This design comes from an exercise in tuning for small area, a short achievable clock period and few clock cycles per item on the open sky130 flow, not from production work. No run shown here included a check of the RTL's function; only the layout flow was run. Power is estimated from default activity; no workload was simulated.

==> flow/design.v, too long to show whole: its modules and the start of the top module <==
// module soc_curve_interp_validate: 770 lines
module soc_curve_interp_validate #(
  parameter int NUM_POINTS = 8
) (
  input  logic        clk,
  input  logic        rst,
  input  logic        cfg_wen,
  input  logic        cfg_index,
  input  logic [7:0]  cfg_data,
  input  logic        in_valid,
  output logic        in_ready,
  input  logic [19:0] in_data,
  output logic        out_valid,
  input  logic        out_ready,
  output logic [15:0] out_data
);
  // ...
==> flow/flow/run.sh <==
#!/bin/bash
set -euo pipefail
MARGIN=${FLOW_SETUP_MARGIN:-6.7}
export BUFFER_PORTS_ARGS="-buffer_cell sky130_fd_sc_hd__buf_1"
sed "s/SETUP_SLACK_MARGIN=[0-9.]*/SETUP_SLACK_MARGIN=${MARGIN}/" standard.sh > standard_margin.sh
bash standard_margin.sh > standard.log 2>&1
==> flow/standard.sh <==
#!/bin/bash
# synth_recipe.tcl (not shown) runs the flow's synth.tcl, then flattens the netlist and writes it again
# the make line also repeats each setting of config.mk as NAME=value (left out here)
make -C /OpenROAD-flow-scripts/flow DESIGN_CONFIG=/design/flow/config.mk WORK_HOME=/design/flow/orfs CLKGATE_MAP_FILE= SYNTH_SCRIPT=/design/flow/synth_recipe.tcl "${@:-finish}"
==> flow/config.mk <==
export PLATFORM = sky130hd
export DESIGN_NAME = soc_curve_interp_validate
export DESIGN_NICKNAME = soc_curve_interp_validate
export VERILOG_FILES = /design/flow/design.v
export SDC_FILE = /design/flow/constraint.sdc
export NUM_CORES = 4
export LEC_CHECK = 0
export ABC_AREA = 1
export CAP_MARGIN = 20
export CORE_MARGIN = 2
export CORE_UTILIZATION = 50
export CTS_BUF_LIST = sky130_fd_sc_hd__clkbuf_8
export CTS_CLUSTER_DIAMETER = 150
export CTS_CLUSTER_SIZE = 50
export SETUP_SLACK_MARGIN = 5
export SLEW_MARGIN = 20
==> flow/constraint.sdc <==
create_clock -name core_clock -period 10.0 [get_ports {clk}]
set_input_delay 2.0000 -clock core_clock [delete_from_list [all_inputs] [get_ports {clk}]]
set_output_delay 2.0000 -clock core_clock [all_outputs]
set_load 0.01 [all_outputs]
==> summary.txt, run 1 <==
WP buf/inv 2; most common cell after layout, fill and taps aside nand2_1; Top Usage Layer GRT met2; syn avg cell area 8.25 µm²; Hold Buf Count CTS 0; Crit Path Category flop to flop; Initial Utilization 0.509; H-tree levels 4; gr usage total 0.232; ANT nets after route 0; multi-input gates 665; Multi-input gate area 3860 µm²; Post-CTS Resized 22; CP Launch Point r1_e[3]; Pre-antenna DRT Iters 5; Synth Warn # 1; register bank with the most flops acc; Vias 6787; global route overflow 0; pwr dens 165 nW/µm²; Layout clock area frac 0.0422; Clock Path Buffers 2; first-pass GRT wire length 30.5 mm; Filler Cells Inserted 1479; Post-DP HPWL 14.0 mm; Wirelength per Cell 15.4 µm; fin worst setup slack 6.62 ns; Worst slew margin 0.345; count of cell types in the netlist 54; outcome finished clean; post-synth top area cell edfxtp_1; simple-gate share of the synthesized area 0.232; Seq. pwr 0.731 mW; Compound-Gate Fraction of Synth Area 0.136; Largest regs acc x14, v x13, ve x8; design area 9190 µm²; storage element area 3730 µm²; Max Used Layer met4; Area after DPL 8390 µm²; fraction of area in registers 0.406; Post-synth EDFFs 87
==> inputs of run 2 (changes only) <==
--- a/flow/flow/run.sh
+++ b/flow/flow/run.sh
@@ -2,3 +2,3 @@
 set -euo pipefail
-MARGIN=${FLOW_SETUP_MARGIN:-6.7}
+MARGIN=${FLOW_SETUP_MARGIN:-6.9}
 export BUFFER_PORTS_ARGS="-buffer_cell sky130_fd_sc_hd__buf_1"
==> run 2 against run 1 <==
  * Largest cell class unchanged
  * Highest routed layer unchanged
  * Maximum frequency fell by 0.27%
  * Global-route usage rose by 0.33 points
  * Utilization grew 2.2 points
  * Worst hold slack gained 0.00099 ns
  * Synthesized cell count is the same
  * Largest power group unchanged
  * Routed wire length grew 4.5%
==> summary.txt, run 2 <==
Critical Path AT 3.59 ns (about the same); Final Critical Period 3.39 ns (was 3.38 ns); fin nets 1160 (was 1127); Synth Cell Area 8030 µm² (unchanged); most frequent cells after synthesis nand2_1, inv_1, nor2_1 (unchanged); Post-synth EDFFs 87 (unchanged); CP max FO 2 (unchanged); final clock skew 0.0118 ns (was 0.0173 ns); CTS clk-pin slew, worst paths 0.09 ns (was 0.08 ns); outcome finished clean (unchanged); most common cell after layout, fill and taps aside nand2_1 (unchanged); storage element area 3730 µm² (about the same); cell repeated most along the worst path nand2_1 (unchanged); final hold violation count 0 (unchanged); H-tree levels 4 (unchanged); RSZ-0062 raised after global routing yes (unchanged); Worst setup EP type flop (unchanged); post-synth net total 1054 (unchanged); Most used DFF post-synth edfxtp_1 (unchanged); count of cell types in the netlist 54 (unchanged); max reg flops 14 (unchanged); largest net degree at the start of global routing 29 (unchanged); Syn-to-layout area delta 18.7% (was 14.4%); Top-Level Pins 52 (unchanged); most common cell in the netlist nand2_1 (unchanged); part of the cycle the worst path needs 0.339 (was 0.338); Critical-path top delay cell edfxtp_1 (unchanged); port buffer count 50 (unchanged); Max Cap Violations 0 (unchanged); Min Hold Slack 0.424 ns (was 0.423 ns); sequential share of the synthesized area 0.462 (unchanged); M3 GR Usage 0.0509 (was 0.0444); Post-DP HPWL 14.1 mm (was 14.0 mm); fraction of registers with async set/reset 0 (unchanged); post-synth top area cell edfxtp_1 (unchanged); Initial Utilization 0.509 (unchanged); Filler Cells Inserted 1392 (was 1479); ANT cells 0 (unchanged); Mapped Cells 974 (unchanged); vias in the first global route 6041 (was 6150); CP required 10.20 ns (was 10.21 ns); VDD IR-drop max 109 µV (was 107 µV); grt met2 use 0.366 (was 0.360); FP Rows 46 (unchanged); delay-heaviest family, CP adder cells (unchanged); Wirelength per Cell 15.7 µm (was 15.4 µm); fin worst setup slack 6.61 ns (was 6.62 ns); via-per-instance ratio 5.33 (was 5.32); Slew Viols, Final 0 (unchanged); Clock Path Buffers 2 (unchanged); Die H 131 µm (unchanged); Placer Congestion 0.998 (was 0.961); pwr dens 158 nW/µm² (was 165 nW/µm²); P_leak 4.24 nW (was 4.06 nW); global route overflow 0 (unchanged); CTS tree built (unchanged); HP Class flop to flop (unchanged); Synth Warn # 1 (unchanged); Setup violations, final 0 (unchanged); syn avg cell area 8.25 µm² (unchanged); Clock Latency Late Sink 0.46 ns (about the same); first-pass GRT wire length 30.6 mm (was 30.5 mm); FF+latch count, synth 142 (unchanged); WP buf/inv 3 (was 2); Crit Path Category flop to flop (unchanged); DRC violations left 0 (unchanged); clock sink total 142 (unchanged); fmax 0.295 GHz (was 0.296 GHz); synth top area cells edfxtp_1, dfxtp_1, nand2_1, ha_1, inv_1 (unchanged); Starting DRT DRC Count 591 (was 590); share of the synthesized area in the top cell type 0.325 (unchanged); Root Driver clkbuf_8 (unchanged); Multi-input gate area 3970 µm² (was 3860 µm²); Top Usage Layer GRT met2 (unchanged); gr usage total 0.235 (was 0.232); clock buffer count from CTS 17 (unchanged); Crit path largest cell delay 0.41 ns (was 0.40 ns); register bank with the most flops acc (unchanged); Largest regs acc x14, v x13, ve x8 (unchanged); Hold Buf Count CTS 0 (unchanged); highest-count cells in the layout ignoring fill and taps nand2_1, inv_1, edfxtp_1, nor2_1, buf_4 (was nand2_1, inv_1, nor2_1, edfxtp_1, o21ai_0); grt met1 use 0.328 (was 0.325); Die X 131 µm (unchanged); final wirelength 20.5 mm (was 19.6 mm); pre-CTS setup slack 6.14 ns (was 6.11 ns); Worst setup SP type flop (unchanged); ANT nets after route 0 (unchanged); Vias 6980 (was 6787); TNS Setup 0 ns (unchanged); initial antenna violation count 0 (unchanged); Slew @ Worst Pin 1.03 ns (was 0.975 ns); Pre-antenna DRT Iters 7 (was 5); # placed instances 1220 (unchanged); Worst slew margin 0.305 (was 0.345); Layout Cells excl Fill 1309 (was 1276); layout cells sized above 1 0.187 (was 0.147); Die Area 17100 µm² (unchanged); core box area 15800 µm² (unchanged)
run 2: cell counts after synthesis:
No cell type changed its count.
run 2: logic make-up (layout without fill, tap and decap cells):
family / Yosys count / after routing / share of synthesized area
adders and majority gates: 46 / 46 / 0.0717
buffers and inverters: 167 / 286 / 0.0821
AOI/OAI and AO/OA: 175 / 175 / 0.136
xor gates and xnor gates: 13 / 13 / 0.0142
muxes: 1 / 1 / 0.00125
other: 1 / 1 / 0.000467
DFF: 142 / 142 / 0.462
and+or+nand+nor: 429 / 429 / 0.232
run 2: layout make-up:
cell class,count,area share
multi-input cells,665,0.417
well taps,216,0.0284
clock buffers,18,0.0260
inverters,146,0.0596
repair buffers,108,0.0671
flip-flops and latches,142,0.392
clock inverters,14,0.0108
run 2: path summary, 6_finish.rpt:
kind	from	slack, ns	depth (start not counted)	end
worst max-delay path	r1_e[1]	6.61	28	h_ok
worst min-delay path	r0_c[3]	0.42	0	r1_c[3]
worst max register to register	r1_e[1]	6.61	28	h_ok
worst min register to register	r0_c[3]	0.42	0	r1_c[3]
run 2: routing by layer:
metal | wire length (µm) | vias to the layer above
li1 | - | 3488
met1 | 9290 | 3147
met2 | 9380 | 308
met3 | 1450 | 37
met4 | 397 | 0
met5 | 0 | -
run 2: per-stage QoR:
stage	instance area, µm²	total power, mW	utilization
after CTS	8960	1.47	0.568
after floorplan	8040	0.954	-
final	9530	1.50	0.604
after detailed placement	8400	1.03	0.533
after global placement	8400	1.03	0.533
after global routing	9530	1.59	0.604
run 2: worst register-to-register path: cells and delay by family (launching register included):
| kind | cells | cell delay, ns |
|---|---|---|
| mux | 1 | 0.22 |
| simple gates | 14 | 0.87 |
| flops | 1 | 0.41 |
| buf+inv | 3 | 0.22 |
| compound gates | 5 | 0.46 |
| fa+ha+maj | 5 | 0.95 |
run 2: repair_timing:
item	CTS	global route
setup endpoints to repair	41	49
resized for setup	37	63
pin swaps	24	41
endpoints found under the hold margin	0	0
setup buffers	14	43
run 2: power by group:
group / internal [mW] / switching [mW]
Combinational: 0.141 / 0.210
Clock: 0.199 / 0.223
Sequential: 0.689 / 0.0400

-- afterwards: timing with drivers on the ports --
In the flow no input, the clock included, has a driving cell. The finished layouts below were timed again as built, in two steps.
Step 1 assumes that a clkbuf_16 drives the clock port and a buf_2 every other input.
Step 2 adds t to the input delays and takes it off the output delays; t is the mean of the earliest and latest rising clock arrival at the registers after step 1. Input paths then give back, and output paths get back, about the clock's delay inside the block.
Three values: ideal ports, drivers, drivers and shift; two values: the first two.
run | shift t [ns] | setup WS [ns] | hold WS [ns] | worst register clock-pin slew, ns
run 1 | 0.489 | 6.618 / 6.618 / 6.448 | 0.423 / 0.423 / 0.423 | 0.09 / 0.09
run 2 | 0.489 | 6.609 / 6.609 / 6.597 | 0.424 / 0.424 / 0.424 | 0.09 / 0.09
After both steps every run listed still meets setup and hold. For run 1, which loses most, drivers alone change the setup slack by 0.000 ns; drivers and shift together by -0.170 ns.
